Context: an optimization exercise on an open-source flow, tuned for small area, a short achievable clock period and few clock cycles per item. The choices shown serve that exercise and are no tape-out recipe. Where RTL was checked, it was by simulation tests only, not by an equivalence proof against the original. No functional check of the RTL was part of run 3. Power is estimated from default activity; no workload was simulated.

==> run.sh <==
#!/bin/bash
# synth_recipe.tcl (not shown) runs the flow's synth.tcl, then flattens the netlist and writes it again
# the make line also repeats each setting of config.mk as NAME=value (left out here)
make -C /OpenROAD-flow-scripts/flow DESIGN_CONFIG=/design/flow/config.mk WORK_HOME=/design/flow/orfs CLKGATE_MAP_FILE= SYNTH_SCRIPT=/design/flow/synth_recipe.tcl finish
==> config.mk <==
export PLATFORM = sky130hd
export DESIGN_NAME = datamemory_ctrl
export DESIGN_NICKNAME = datamemory_ctrl
export VERILOG_FILES = /design/flow/design.v
export SDC_FILE = /design/flow/constraint.sdc
export NUM_CORES = 4
export LEC_CHECK = 0
export CAP_MARGIN = 20
export CORE_MARGIN = 2
export CORE_UTILIZATION = 40
export SLEW_MARGIN = 20
==> constraint.sdc <==
create_clock -name core_clock -period 6.0 [get_ports {clk}]
set_input_delay 1.2000 -clock core_clock [delete_from_list [all_inputs] [get_ports {clk}]]
set_output_delay 1.2000 -clock core_clock [all_outputs]
set_load 0.01 [all_outputs]
==> design.v <==
module datamemory_ctrl #(
    parameter int DM_ADDRESS = 9,
    parameter int DATA_W     = 32
) (
    input  logic                  clk,
    input  logic                  reset,
    input  logic                  MemRead,
    input  logic                  MemWrite,
    input  logic [DM_ADDRESS-1:0] a,
    input  logic [DATA_W-1:0]     wd,
    input  logic [2:0]            Funct3,
    output logic                  req_ready,
    output logic [DATA_W-1:0]     rd,
    output logic                  rsp_valid,
    output logic                  err
);
    localparam int NB    = DATA_W / 8;
    localparam int LB    = $clog2(NB);
    localparam int WA    = DM_ADDRESS - LB;
    localparam int DEPTH = 2 ** WA;
    logic          take;
    logic          legal_in;
    logic [1:0]    off_in;
    logic [WA-1:0] word_in;
    logic [WA-1:0] word_inc;
    logic [2:0]    nbm1_in;           
    assign take     = !reset && (MemRead || MemWrite);
    assign off_in   = a[LB-1:0];
    assign word_in  = a[DM_ADDRESS-1:LB];
    assign word_inc = word_in + WA'(1);    
    assign nbm1_in  = (Funct3[1:0] == 2'b00) ? 3'd0 : (Funct3[1:0] == 2'b01) ? 3'd1 : 3'd3;
    always_comb begin
        case (Funct3)
            3'b000, 3'b001, 3'b010, 3'b100, 3'b101: legal_in = 1'b1;
            default:                                legal_in = 1'b0;
        endcase
    end
    logic          s1_valid;
    logic          s1_err;
    logic [1:0]    s1_off;
    logic [2:0]    s1_f3;
    logic [WA-1:0] s1_row [NB];
    logic [NB-1:0] s1_we;
    logic [7:0]    s1_wbyte [NB];
    always_ff @(posedge clk) begin
        s1_valid <= take;
        s1_err   <= !legal_in;
        s1_off   <= off_in;
        s1_f3    <= Funct3;
        for (int b = 0; b < NB; b++) begin
            logic [LB-1:0] k;
            k = LB'(b) - off_in;
            s1_row[b]   <= (LB'(b) < off_in) ? word_inc : word_in;
            s1_we[b]    <= take && MemWrite && !MemRead && legal_in &&
                           ({1'b0, k} <= nbm1_in);
            s1_wbyte[b] <= wd[8*int'(k) +: 8];
        end
    end
    logic [7:0]    mem [NB][DEPTH];
    logic [7:0]    s2_raw [NB];
    logic          s2_valid;
    logic          s2_err;
    logic [1:0]    s2_off;
    logic [2:0]    s2_f3;
    always_ff @(posedge clk) begin
        for (int b = 0; b < NB; b++) begin
            if (s1_we[b]) begin
                mem[b][s1_row[b]] <= s1_wbyte[b];
            end
        end
    end
    always_ff @(posedge clk) begin
        for (int b = 0; b < NB; b++) begin
            s2_raw[b] <= mem[b][s1_row[b]];
        end
        s2_valid <= s1_valid && !reset;
        s2_err   <= s1_err;
        s2_off   <= s1_off;
        s2_f3    <= s1_f3;
    end
    logic [DATA_W-1:0] load_raw;
    logic [DATA_W-1:0] load_value;
    logic              sign_bit;
    always_comb begin
        for (int k = 0; k < NB; k++) begin
            load_raw[8*k +: 8] = s2_raw[LB'(s2_off + LB'(k))];
        end
        case (s2_f3[1:0])
            2'b00:   sign_bit = !s2_f3[2] && load_raw[7];
            2'b01:   sign_bit = !s2_f3[2] && load_raw[15];
            default: sign_bit = 1'b0;
        endcase
        load_value = load_raw;
        if (s2_f3[1:0] == 2'b00) load_value[31:8]  = {24{sign_bit}};
        if (s2_f3[1:0] == 2'b01) load_value[31:16] = {16{sign_bit}};
    end
    logic [DATA_W-1:0] rd_reg;
    logic              rsp_valid_reg;
    logic              err_reg;
    always_ff @(posedge clk) begin
        rd_reg        <= load_value;
        rsp_valid_reg <= s2_valid && !reset;
        err_reg       <= s2_err;
    end
    assign req_ready = 1'b1;
    assign rd        = rd_reg;
    assign rsp_valid = rsp_valid_reg;
    assign err       = err_reg;
endmodule
==> flow_summary.yaml, run 1 <==
logic_synthesis:
  synth_async_sr_flop_share_pct: 0
  yosysUniqueCellTypes: 72
  synth-warning-count: 4
  muxShareOfSynthArea_pct: 16.19
  postSynthAreaPerCell_sq_um: 20.29
  synth-seq-area-share_pct: 76.36
  synth-compound-area-share_pct: 2.586
  yosysTopAreaCell: "sky130_fd_sc_hd__edfxtp_1"
  yosys.area_share.adder_pct: 0.06831
  synth.cell_area_sq_um: 164900
  synthTopCellsByArea: "sky130_fd_sc_hd__edfxtp_1, sky130_fd_sc_hd__mux4_2, sky130_fd_sc_hd__mux2i_1, sky130_fd_sc_hd__dfxtp_1, sky130_fd_sc_hd__nor2_1"
  synth-edff-count: 4096
  synthFlopType: "sky130_fd_sc_hd__edfxtp_1"
  synth-simple-area-share_pct: 3.290
  synth_cells: 8124
  synth_top_family_by_area: "multiplexers"
  share_of_yosys_cell_area_claimed_by_the_top_area_cell_type_pct: 74.61
  synth.net_count: 8181
  synth-xor-area-share_pct: 0.09563
  synth.ff_latch_count: 4240
critical_path:
  arrival_ps: 5220
  worst_ep_required_time_ps: 6620
  worst_setup_path_end_kind: "flip-flop"
  worst-path-max-fanout: 47
  crit_path_start_kind: "flip-flop"
  critical_path_class: "flip-flop to flip-flop"
routing:
  vias_per_cell: 5.758
  drt_pre_antenna_iters: 6
  drt-initial-drc-count: 9648
  post_drt_wl_per_cell_um: 29.99
  route.final.wire_length_um: 424200
  route.detailed.drc: 0
  count_of_nets_left_with_antenna_violations_after_detail_routing: 0
  num_vias: 81452
global_route:
  first_pass_grt_wire_length_um: 608800
  use_met3_pct: 3.311
  grt_pass1_vias: 82678
  grt_antenna_before_repair: 13
  gr-usage-met2_pct: 33.37
  grt_max_degree: 125
  grt.total_usage_pct: 20.05
  global_route.peak_usage_layer: "met2"
  grt_util_met1_pct: 27.13
  grt_overflow: 0
floorplanning:
  num_io_pins: 83
  floorplan.die.height_um: 646.0
  fp.dieArea_sq_um: 417300
  rows: 235
  die_width_um: 646.0
  design.core.area_sq_um: 409900
  initial_core_util_pct: 40.22
clocking:
  tritoncts_buffers: 427
  h-tree-depth: 5
  tritoncts_clock_tree: "built"
  cts.repair_timing.setup_buffer_count: 0
  clk_latency_ps: 970
  clock-sinks: 4240
  clock_tree.root_cell: "sky130_fd_sc_hd__clkbuf_16"
  clockBufferDepth: 4
  cts_hold_buffers: 0
  postCtsResizedCells: 0
  cts_clk_pin_slew_worst_paths_ps: 60
cells_and_area:
  largest_register_ffs: 4096
  final_cell_count_no_fill: 14147
  flow.area_growth_from_synthesis_pct: 12.82
  fin_nets: 8373
  proportion_of_layout_cells_with_a_drive_suffix_above_1_pct: 21.09
  most-common-layout-cells: "sky130_fd_sc_hd__edfxtp_1, sky130_fd_sc_hd__mux4_2, sky130_fd_sc_hd__nor2_1"
  mostFrequentLayoutCell: "sky130_fd_sc_hd__edfxtp_1"
flow_run:
  maxCapViolations: 0
pwr:
  finalPower_mw: 65.43
  power_density_nw_per_um2: 351.8
  vdd_drop_max_mv: 0.2479
  cellLeakagePower_nw: 58.29
place:
  detailed_place_hpwl_um: 264000
  placement.io_buffers: 81
  place.gp.congestion: 0.8753
  placedCellCount: 13336
hold_path:
  hp-class: "flip-flop to flip-flop"
sta:
  period_needed_ps: 4609
  drv_slew: 0
  setup_viol: 0
  maxSlewHeadroom_pct: 20.83
  achievable-frequency_mhz: 217.0
  setup_total_negative_slack_ps: 0
  worst_pin_slew_ps: 1155
  worst_clock_skew_ps: 35.16
  unrepaired_setup_endpoints_after_global_routing: "no"
  period_share_pct: 76.81
  hold_ws_ps: 326.9
  report.final.hold_viol_count: 0
outcome:
  result_of_the_run: "no timing/DRC/antenna violations"
==> worst max-delay path, stage by stage (launching register included) <==
cell and delay, ps:
sky130_fd_sc_hd__dfxtp_4 850, sky130_fd_sc_hd__buf_4 550, sky130_fd_sc_hd__buf_4 500, sky130_fd_sc_hd__mux2_2 410, sky130_fd_sc_hd__nand3_1 100, sky130_fd_sc_hd__o31ai_1 80
sky130_fd_sc_hd__nor4_1 970, sky130_fd_sc_hd__o2111ai_1 700
==> cell usage after synthesis, drive strengths merged (23+ instances only) <==
cell type  number
nand4          23
mux4          907
and2           24
nor2b          48
edfxtp       4096
nand3         141
nand2         254
o22ai          26
nand2b         37
dfxtp         144
buf           296
mux2i         560
mux2           55
a22oi         195
a211oi         37
clkbuf        166
o21ai          66
a21oi         114
nor3           34
a221oi         24
nor2          612
==> power by group <==
group	switching, mW	total [mW]	internal [mW]
combinational	2.92	4.64	1.71
sequential	0.779	34.0	33.2
clock	11.2	26.8	15.6
total	14.9	65.4	50.5
==> final timing paths <==
kind / from / endpoint / slack [ps] / cells past startpoint
worst max-delay path: s1_row[3][3] / s2_raw[3][1] / 1390 / 7
worst min-delay path: s2_err / err_reg / 330 / 0
worst max register to register: s1_row[3][3] / s2_raw[3][1] / 1390 / 7
worst min register to register: s2_err / err_reg / 330 / 0
==> area by class of cell <==
type,count,area [sq um]
timing repair buffer,225,2145
tap,5451,6820
inverter,22,82.58
fill,34156,223900
sequential,4240,126100
antenna,8,20.02
clock buffer,528,11550
multi-input combinational,3400,36700
clock inverter,273,2605
==> metal layers <==
| metal | vias up | part of all wire (%) |
|---|---|---|
| met3 | 693 | 7.3 |
| met5 | - | 0.0059 |
| met1 | 43446 | 40 |
| met4 | 4 | 3.3 |
| met2 | 3455 | 49 |
| li1 | 33854 | - |
==> cells by family (layout without fill, tap and decap cells) <==
kind of cell,count (synthesis),in the layout
compound gates,613,613
simple gates,1237,1237
fa+ha+maj,9,9
mux,1522,1522
buf+inv,484,1048
other cells,1,9
flops,4240,4240
xor+xnor,18,18
==> through the flow <==
stage,cell area [sq um],worst slack [ps],util [%]
floorplan,164900,2036,-
global placement,171700,1550,41.90
detailed placement,171700,1557,41.90
CTS,185900,1534,45.35
global route,186000,1375,45.37
finish,186000,1391,45.37
Testbench counts, summed over its fixed seeds: cycles 9,048, items 9,024.
==> run 2, diff against run 1 <==
--- a/config.mk
+++ b/config.mk
@@ -6,6 +6,8 @@
 export NUM_CORES = 4
 export LEC_CHECK = 0
+export ABC_CLOCK_PERIOD_IN_PS = 2800
 export CAP_MARGIN = 20
 export CORE_MARGIN = 2
 export CORE_UTILIZATION = 40
+export SETUP_SLACK_MARGIN = 3.2
 export SLEW_MARGIN = 20
==> run 2 against run 1 <==
  * Still clean
  * Global-route usage rose by 0.92 points
  * Clock-buffer cell count rose by 11
  * Hold slack got worse by 2.8 ps
  * Sequential power barely moved
  * Maximum frequency rose by 56%
  * Wire length rose by 6.1%
  * First-iteration DRC count rose by 6.9%
  * Die area did not move
  * Largest cell class unchanged
  * Largest power group unchanged
  * Highest routed layer is now met4
==> flow_summary.yaml, run 2 <==
cells_and_area:
  largest_register_ffs: 4096
  mostFrequentLayoutCell: "sky130_fd_sc_hd__edfxtp_1"
  fin_nets: 8588
  most-common-layout-cells: "sky130_fd_sc_hd__edfxtp_1, sky130_fd_sc_hd__mux4_2, sky130_fd_sc_hd__mux2i_1"
  flow.area_growth_from_synthesis_pct: 16.90
  stdcell_area_sq_um: 192700
  final_cell_count_no_fill: 14356
  proportion_of_layout_cells_with_a_drive_suffix_above_1_pct: 30.39
  final_util_pct: 47.02
logic_synthesis:
  yosysUniqueCellTypes: 72
  postSynthAreaPerCell_sq_um: 20.29
  synth-edff-count: 4096
  synth-xor-area-share_pct: 0.09563
  synth.ff_latch_count: 4240
  synth-warning-count: 4
  share_of_yosys_cell_area_claimed_by_the_top_area_cell_type_pct: 74.61
  synth.cell_area_sq_um: 164900
  synthFlopType: "sky130_fd_sc_hd__edfxtp_1"
  synthTopCellsByArea: "sky130_fd_sc_hd__edfxtp_1, sky130_fd_sc_hd__mux4_2, sky130_fd_sc_hd__mux2i_1, sky130_fd_sc_hd__dfxtp_1, sky130_fd_sc_hd__nor2_1"
  synth_cells: 8124
  synth.top_cells.by_count: "sky130_fd_sc_hd__edfxtp_1, sky130_fd_sc_hd__mux4_2, sky130_fd_sc_hd__nor2_1"
  synth-compound-area-share_pct: 2.586
  synth_top_family_by_area: "multiplexers"
  yosys.area_share.adder_pct: 0.06831
  post-synth-top-count-cell: "sky130_fd_sc_hd__edfxtp_1"
  yosysTopAreaCell: "sky130_fd_sc_hd__edfxtp_1"
  synth-simple-area-share_pct: 3.290
  synth-seq-area-share_pct: 76.36
  synth_async_sr_flop_share_pct: 0
  muxShareOfSynthArea_pct: 16.19
  synth.net_count: 8181
pwr:
  power_density_nw_per_um2: 345.8
  cellLeakagePower_nw: 60.19
  vdd_drop_max_mv: 0.2591
global_route:
  grt_pass1_vias: 84167
  grt_max_degree: 105
  grt.total_usage_pct: 20.97
  first_pass_grt_wire_length_um: 632000
  grt_antenna_before_repair: 12
  grt_overflow: 0
routing:
  route.final.wire_length_um: 449900
  count_of_nets_left_with_antenna_violations_after_detail_routing: 0
  drt-initial-drc-count: 10317
  drt_pre_antenna_iters: 6
  vias_per_cell: 5.854
  post_drt_wl_per_cell_um: 31.34
  num_vias: 84040
  route.detailed.drc: 0
clocking:
  clock_tree.root_cell: "sky130_fd_sc_hd__clkbuf_16"
  cts_clk_pin_slew_worst_paths_ps: 60
  tritoncts_clock_tree: "built"
  tritoncts_buffers: 429
  cts_hold_buffers: 0
  clock-sinks: 4240
  clk_latency_ps: 1000
  h-tree-depth: 5
  clockBufferDepth: 4
floorplanning:
  num_io_pins: 83
  die_width_um: 646.0
  floorplan.die.height_um: 646.0
  design.core.area_sq_um: 409900
  fp.dieArea_sq_um: 417300
  initial_core_util_pct: 40.22
  rows: 235
critical_path:
  critical_path_class: "flip-flop to flip-flop"
  rr_endpoint: "mem[451][1]"
  setup.worst_path.end: "mem[451][1]"
  arrival_ps: 3540
  worst-path-max-fanout: 23
  critical-path-slowest-cell: "sky130_fd_sc_hd__nor2_2"
  critical-path-max-stage-delay_ps: 830
  worst_ep_required_time_ps: 6590
  setup.worst_path.start: "s1_row[3][3]"
  critical_r2r_launch: "s1_row[3][3]"
  worst_setup_path_end_kind: "flip-flop"
  crit_chain: "buf_6 > nor2_1 > nand2_1 > nor2_2"
  ff2ff_path_depth: 4
  crit_path_start_kind: "flip-flop"
  worst-r2r-setup-slack_ps: 3040
place:
  placedCellCount: 13361
  placed_area_sq_um: 171900
  place.gp.congestion: 0.8896
  placement.io_buffers: 81
  detailed_place_hpwl_um: 268600
sta:
  report.final.hold_viol_count: 0
  drv_slew: 0
  unrepaired_setup_endpoints_after_global_routing: "yes"
  worst_pin_slew_ps: 1226
  setup_viol: 0
  setup_total_negative_slack_ps: 0
  worst_clock_skew_ps: 52.74
  period_needed_ps: 2957
  maxSlewHeadroom_pct: 18.29
  achievable-frequency_mhz: 338.2
  period_share_pct: 49.28
hold_path:
  hp-class: "flip-flop to flip-flop"
flow_run:
  maxCapViolations: 0
outcome:
  result_of_the_run: "no timing/DRC/antenna violations"
[run 2: routing by layer]
| metal | vias up | track usage, % | wire length (um) |
|---|---|---|---|
| met5 | - | 0 | 0 |
| met4 | 0 | 7.105 | 16390 |
| met3 | 739 | 3.339 | 34600 |
| met2 | 3917 | 34.41 | 219300 |
| met1 | 44987 | 28.60 | 179600 |
| li1 | 34397 | - | - |
[run 2: metrics by stage]
| stage | setup slack, ps | power (mW) | hold slack (ps) |
|---|---|---|---|
| 2_1_floorplan | 3074 | 37.11 | 309.6 |
| 3_3_place_gp | 2241 | 39.22 | 310.6 |
| 3_5_place_dp | 2227 | 39.32 | 312.1 |
| 4_1_cts | 2805 | 66.76 | 325.5 |
| 5_1_grt | 3070 | 68.29 | 331.8 |
| 6_report | 3043 | 66.64 | 324.1 |
[run 2: kinds of logic (layout without fill, tap and decap cells)]
kind of cell | Yosys count | after routing
compound gates | 613 | 613
flops | 4240 | 4240
buf+inv | 484 | 1255
mux | 1522 | 1522
simple gates | 1237 | 1239
fa+ha+maj | 9 | 9
other cells | 1 | 9
xor+xnor | 18 | 18
[run 2: power breakdown]
part / switching (mW) / internal, mW / total, mW
combinational: 3.38 / 2.10 / 5.47
sequential: 0.705 / 33.2 / 33.9
clock: 11.3 / 15.9 / 27.2
total: 15.4 / 51.2 / 66.6
[run 2: what timing repair did]
action / CTS / global route
buffers inserted: 90 / 63
setup endpoints to repair: 4089 / 1868
pin swaps: 9 / 6
hold endpoints to repair: 0 / 0
resized for setup: 931 / 214
cloned: 25 / 11
[run 2: critical path, delay by kind of cell (launching register included)]
kind / cells / cell delay [ps]
buf+inv: 1 / 210
flops: 1 / 410
simple gates: 3 / 1940
[run 2: how the worst min path moves through the flow]
stage / start / endpoint / depth (start not counted)
3_5_place_dp: s1_f3[1] / s2_f3[1] / 0
3_3_place_gp: s1_f3[1] / s2_f3[1] / 0
6_report: s1_f3[2] / s2_f3[2] / 0
2_1_floorplan: s2_err / err_reg / 0
4_1_cts: s1_f3[2] / s2_f3[2] / 0
5_1_grt: s1_off[1] / s2_off[1] / 0
[run 2: cell type report]
| class | count | area [sq um] |
|---|---|---|
| inverter | 22 | 96.34 |
| clock inverter | 258 | 2849 |
| tap | 5451 | 6820 |
| fill | 33576 | 217200 |
| antenna | 8 | 20.02 |
| timing repair buffer | 436 | 5414 |
| clock buffer | 539 | 11470 |
| multi-input combinational | 3402 | 39980 |
| sequential | 4240 | 126100 |
==> run 3, diff against run 2 <==
--- a/design.v
+++ b/design.v
@@ -57,5 +57,7 @@
         end
     end
-    logic [7:0]    mem [NB][DEPTH];
+    logic [NB-1:0][DEPTH-1:0]      dec;
+    logic [NB-1:0][DEPTH-1:0][7:0] mem;
+    logic [7:0]    bank_rd [NB];
     logic [7:0]    s2_raw [NB];
     logic          s2_valid;
@@ -63,8 +65,24 @@
     logic [1:0]    s2_off;
     logic [2:0]    s2_f3;
+    logic [NB-1:0][DEPTH-1:0] wen;
+    for (genvar gb = 0; gb < NB; gb++) begin : g_bank
+        dmem_row_dec #(.WA(WA)) u_dec (
+            .row (s1_row[gb]),
+            .we  (s1_we[gb]),
+            .sel (dec[gb]),
+            .wen (wen[gb])
+        );
+        dmem_rd_mux #(.DEPTH(DEPTH)) u_rd (
+            .sel  (dec[gb]),
+            .data (mem[gb]),
+            .q    (bank_rd[gb])
+        );
+    end
     always_ff @(posedge clk) begin
         for (int b = 0; b < NB; b++) begin
-            if (s1_we[b]) begin
-                mem[b][s1_row[b]] <= s1_wbyte[b];
+            for (int r = 0; r < DEPTH; r++) begin
+                if (wen[b][r]) begin
+                    mem[b][r] <= s1_wbyte[b];
+                end
             end
         end
@@ -72,5 +90,5 @@
     always_ff @(posedge clk) begin
         for (int b = 0; b < NB; b++) begin
-            s2_raw[b] <= mem[b][s1_row[b]];
+            s2_raw[b] <= bank_rd[b];
         end
         s2_valid <= s1_valid && !reset;
@@ -108,2 +126,37 @@
     assign err       = err_reg;
 endmodule
+module dmem_row_dec #(
+    parameter int WA = 7
+) (
+    input  logic [WA-1:0]      row,
+    input  logic               we,
+    output logic [2**WA-1:0]   sel,
+    output logic [2**WA-1:0]   wen
+);
+    logic [7:0]           pre_lo;
+    logic [2**(WA-3)-1:0] pre_hi;
+    logic [2**(WA-3)-1:0] pre_hi_we;
+    always_comb begin
+        for (int i = 0; i < 8; i++)         pre_lo[i] = (row[2:0] == 3'(i));
+        for (int i = 0; i < 2**(WA-3); i++) pre_hi[i] = (row[WA-1:3] == (WA-3)'(i));
+        pre_hi_we = pre_hi & {(2**(WA-3)){we}};
+        for (int r = 0; r < 2**WA; r++) begin
+            sel[r] = pre_lo[r % 8] && pre_hi[r / 8];
+            wen[r] = pre_lo[r % 8] && pre_hi_we[r / 8];
+        end
+    end
+endmodule
+module dmem_rd_mux #(
+    parameter int DEPTH = 128
+) (
+    input  logic [DEPTH-1:0]      sel,
+    input  logic [DEPTH-1:0][7:0] data,
+    output logic [7:0]            q
+);
+    always_comb begin
+        q = '0;
+        for (int r = 0; r < DEPTH; r++) begin
+            q = q | (data[r] & {8{sel[r]}});
+        end
+    end
+endmodule
--- a/config.mk
+++ b/config.mk
@@ -6,8 +6,10 @@
 export NUM_CORES = 4
 export LEC_CHECK = 0
-export ABC_CLOCK_PERIOD_IN_PS = 2800
 export CAP_MARGIN = 20
 export CORE_MARGIN = 2
 export CORE_UTILIZATION = 40
-export SETUP_SLACK_MARGIN = 3.2
+export CTS_CLUSTER_DIAMETER = 100
+export CTS_CLUSTER_SIZE = 30
+export SETUP_SLACK_MARGIN = 2.8
 export SLEW_MARGIN = 20
+export SYNTH_HIERARCHICAL = 1
==> run 3 against run 2 <==
  * Largest power group unchanged
  * Largest cell class unchanged
  * Register-to-register slack worse by 270 ps
  * Clock skew is 32 ps higher
  * Sequential power hardly changed
  * Flip-flop and latch count stayed put
  * First-iteration DRC count is 5.0% higher
  * Critical path type unchanged
  * Clock-buffer cell count is 281 lower
  * Utilization is 3.9 points lower
  * Critical endpoint is now s2_raw[3][4]
==> flow_summary.yaml, run 3 <==
logic_synthesis:
  postSynthAreaPerCell_sq_um: 17.67
  synth-edff-count: 4096
  synth_cells: 8891
  synth.ff_latch_count: 4240
  post-synth-top-count-cell: "sky130_fd_sc_hd__edfxtp_1"
  share_of_yosys_cell_area_claimed_by_the_top_area_cell_type_pct: 78.28
  synth_async_sr_flop_share_pct: 0
  synth-warning-count: 16
  synth-seq-area-share_pct: 80.12
  synth.net_count: 8948
  synth.cell_area_sq_um: 157100
  yosysUniqueCellTypes: 47
  synthTopCellsByArea: "sky130_fd_sc_hd__edfxtp_1, sky130_fd_sc_hd__a22o_1, sky130_fd_sc_hd__a221oi_1, sky130_fd_sc_hd__a22oi_1, sky130_fd_sc_hd__nor2_1"
  synthFlopType: "sky130_fd_sc_hd__edfxtp_1"
  synth.top_cells.by_count: "sky130_fd_sc_hd__edfxtp_1, sky130_fd_sc_hd__nor2_1, sky130_fd_sc_hd__a22o_1"
  yosysTopAreaCell: "sky130_fd_sc_hd__edfxtp_1"
cells_and_area:
  stdcell_area_sq_um: 168900
  most-common-layout-cells: "sky130_fd_sc_hd__edfxtp_1, sky130_fd_sc_hd__nor2_1, sky130_fd_sc_hd__a22o_1"
  fillerInstances: 33550
  largest_register_ffs: 4096
  fin_nets: 8657
  final_cell_count_no_fill: 13953
  flow.area_growth_from_synthesis_pct: 7.521
  proportion_of_layout_cells_with_a_drive_suffix_above_1_pct: 8.268
  mostFrequentLayoutCell: "sky130_fd_sc_hd__edfxtp_1"
place:
  detailed_place_hpwl_um: 259100
  placement.io_buffers: 81
  place.gp.congestion: 0.8775
  placedCellCount: 13577
  placed_area_sq_um: 162100
routing:
  count_of_nets_left_with_antenna_violations_after_detail_routing: 0
  routed-wl-met3_um: 28270
  route.detailed.drc: 0
  vias_per_cell: 5.995
  top_signal_layer_used: "met5"
  post_drt_wl_per_cell_um: 28.76
  route.final.wire_length_um: 401300
  wl_met2_um: 200200
  num_vias: 83646
  drt-initial-drc-count: 10832
  wl_met1_um: 161100
  drt_pre_antenna_iters: 6
sta:
  worst_clock_skew_ps: 84.33
  unrepaired_setup_endpoints_after_global_routing: "yes"
  worst_pin_slew_ps: 1178
  drv_slew: 0
  period_needed_ps: 3224
  achievable-frequency_mhz: 310.2
  report.final.hold_viol_count: 0
  hold_ws_ps: 332.7
  setup_viol: 0
  period_share_pct: 53.73
  maxSlewHeadroom_pct: 21.47
  setup_total_negative_slack_ps: 0
global_route:
  grt_antenna_before_repair: 17
  grt.total_usage_pct: 19.55
  grt_overflow: 0
  first_pass_grt_wire_length_um: 576300
  grt_pass1_vias: 82155
  grt_max_degree: 89
clocking:
  cts_clk_pin_slew_worst_paths_ps: 110
  h-tree-depth: 4
  clk_latency_ps: 950
  clock_tree.root_cell: "sky130_fd_sc_hd__clkbuf_16"
  clockBufferDepth: 4
  tritoncts_buffers: 170
  tritoncts_clock_tree: "built"
  clock-sinks: 4240
floorplanning:
  die_width_um: 630.7
  initial_core_util_pct: 40.12
  floorplan.die.height_um: 630.7
  design.core.area_sq_um: 391700
  num_io_pins: 83
  rows: 230
  fp.dieArea_sq_um: 397800
hold_path:
  hp-class: "flip-flop to flip-flop"
critical_path:
  critical-path-slowest-cell: "sky130_fd_sc_hd__or4b_1"
  worst-path-max-fanout: 16
  worst_ep_required_time_ps: 6750
  arrival_ps: 3980
  crit_chain: "or4b_1 > nor2_1 > a221oi_1 > nand4_1 > nor4_4 > nand3_4"
  critical_path_class: "flip-flop to flip-flop"
  critical_path_s_top_delay_family: "simple AND/OR/NAND/NOR gates"
  worst_setup_path_end_kind: "flip-flop"
  crit_path_start_kind: "flip-flop"
  critical-path-max-stage-delay_ps: 580
  critical_path.n_buffers_inverters: 0
flow_run:
  maxCapViolations: 0
pwr:
  seq_power_share_pct: 67.0
  clockPowerShare_pct: 28.3
  cellLeakagePower_nw: 49.56
  switching_power_mw: 11.28
  netSwitchingFraction_pct: 22.16
  finalPower_mw: 50.90
  share_comb_of_total_power_pct: 4.7
  vdd_drop_max_mv: 0.2325
  cellInternalPower_mw: 39.63
  power_density_nw_per_um2: 301.3
outcome:
  result_of_the_run: "no timing/DRC/antenna violations"
-- run 3: changes by cell type after synthesis, moves of 59 or more --
cell | previous run | this run
sky130_fd_sc_hd__a22oi_1 | 195 | 640
sky130_fd_sc_hd__buf_1 | 44 | 166
sky130_fd_sc_hd__nand4_1 | 23 | 300
sky130_fd_sc_hd__clkbuf_1 | 166 | 370
sky130_fd_sc_hd__nor2_1 | 612 | 1027
sky130_fd_sc_hd__a22o_1 | 22 | 704
sky130_fd_sc_hd__a221oi_1 | 24 | 672
sky130_fd_sc_hd__nand2_1 | 254 | 31
sky130_fd_sc_hd__a21oi_1 | 114 | 3
sky130_fd_sc_hd__mux2i_1 | 560 | 0
sky130_fd_sc_hd__mux4_2 | 898 | 65
sky130_fd_sc_hd__buf_6 | 4 | 78
sky130_fd_sc_hd__nor4_1 | 5 | 64
-- run 3: cells by family (layout without fill, tap and decap cells) --
group	after synthesis	after routing	synth area share, %
flops	4240	4240	80.12
compound gates	2080	2080	11.15
simple gates	1687	1687	5.189
buf+inv	786	603	2.390
mux	70	70	0.9843
xor+xnor	18	18	0.1003
fa+ha+maj	9	9	0.07167
other cells	1	26	0.002387
-- run 3: power by group through the flow --
stage	clock network (mW)	logic (mW)	registers (mW)
after floorplan	0	0.798	34.6
after global placement	0	2.20	34.8
after detailed placement	0	2.25	34.8
after CTS	14.7	2.37	34.1
after global routing	15.6	2.51	34.2
final	14.4	2.40	34.1
-- run 3: final cells by class --
class	instances	area (sq um)	area share, %
sequential	4240	126000	74.61
multi-input combinational	3865	28340	16.77
tap	5220	6531	3.866
clock buffer	258	4765	2.820
timing repair buffer	316	2834	1.678
clock inverter	22	332.8	0.1970
antenna	25	62.56	0.03703
inverter	7	26.28	0.01555
-- run 3: worst reg2reg max path, delay by kind of cell (launching register included) --
kind / cells / cell delay (ps)
flops: 1 / 550
simple gates: 5 / 2040
compound gates: 1 / 480
-- run 3: final timing paths --
kind                      from           end  slack, ps  depth (start not counted)
setup / recovery  s1_row[3][4]  s2_raw[3][4]       2780                          6
hold reg to reg      s1_off[0]     s2_off[0]        330                          0
hold / removal       s1_off[0]     s2_off[0]        330                          0
setup reg to reg  s1_row[3][4]  s2_raw[3][4]       2780                          6
-- run 3: per-layer routing --
layer  vias up  track usage [%]
met5         -                0
met4         2            5.295
met3       514            2.508
met2      3500            33.48
met1     43750            26.29
li1      35880                -
-- run 3: what timing repair did --
item	in CTS	in global routing
pin swaps	10	16
gates resized for setup	131	39
buffers inserted	51	19
hold buffers	0	0
endpoints found under the setup margin	32	29
-- run 3: stage by stage --
stage	util (%)	worst slack (ps)
floorplan	-	2825
global placement	41.38	1327
detailed placement	41.39	1293
CTS	43.01	2687
global route	43.13	2711
finish	43.13	2776

## afterwards: timing with drivers on the ports
The results above use ideal ports. As a check the final layouts listed here were re-extracted and re-timed, cells and wires unchanged.
Step 1 assumes that a clkbuf_16 drives the clock port and a buf_2 every other input.
Step 2 times the ports against the registers' clock, not the clock port: input delays grow and output delays shrink by t, the midpoint of the rising clock arrivals with the driver on.
Slacks: no drivers / after step 1 / after step 2; pairs: no drivers / after step 1.
run | t, ns | setup WS [ns] | hold slack, ns | worst register clock-pin slew, ns | worst data-port slew with drivers (ns)
run 1 | 1.050 | 1.391 / 1.391 / 1.391 | 0.327 / 0.327 / 0.327 | 0.07 / 0.07 | 0.30
run 2 | 1.074 | 3.043 / 3.043 / 2.358 | 0.324 / 0.324 / 0.324 | 0.07 / 0.07 | 0.25
run 3 | 1.022 | 2.776 / 2.776 / 2.508 | 0.333 / 0.333 / 0.333 | 0.12 / 0.12 | 0.16
After both steps every run listed still meets setup and hold. The setup slack of run 2, which loses most, moves by 0.000 ns with the drivers and by -0.685 ns with both steps.
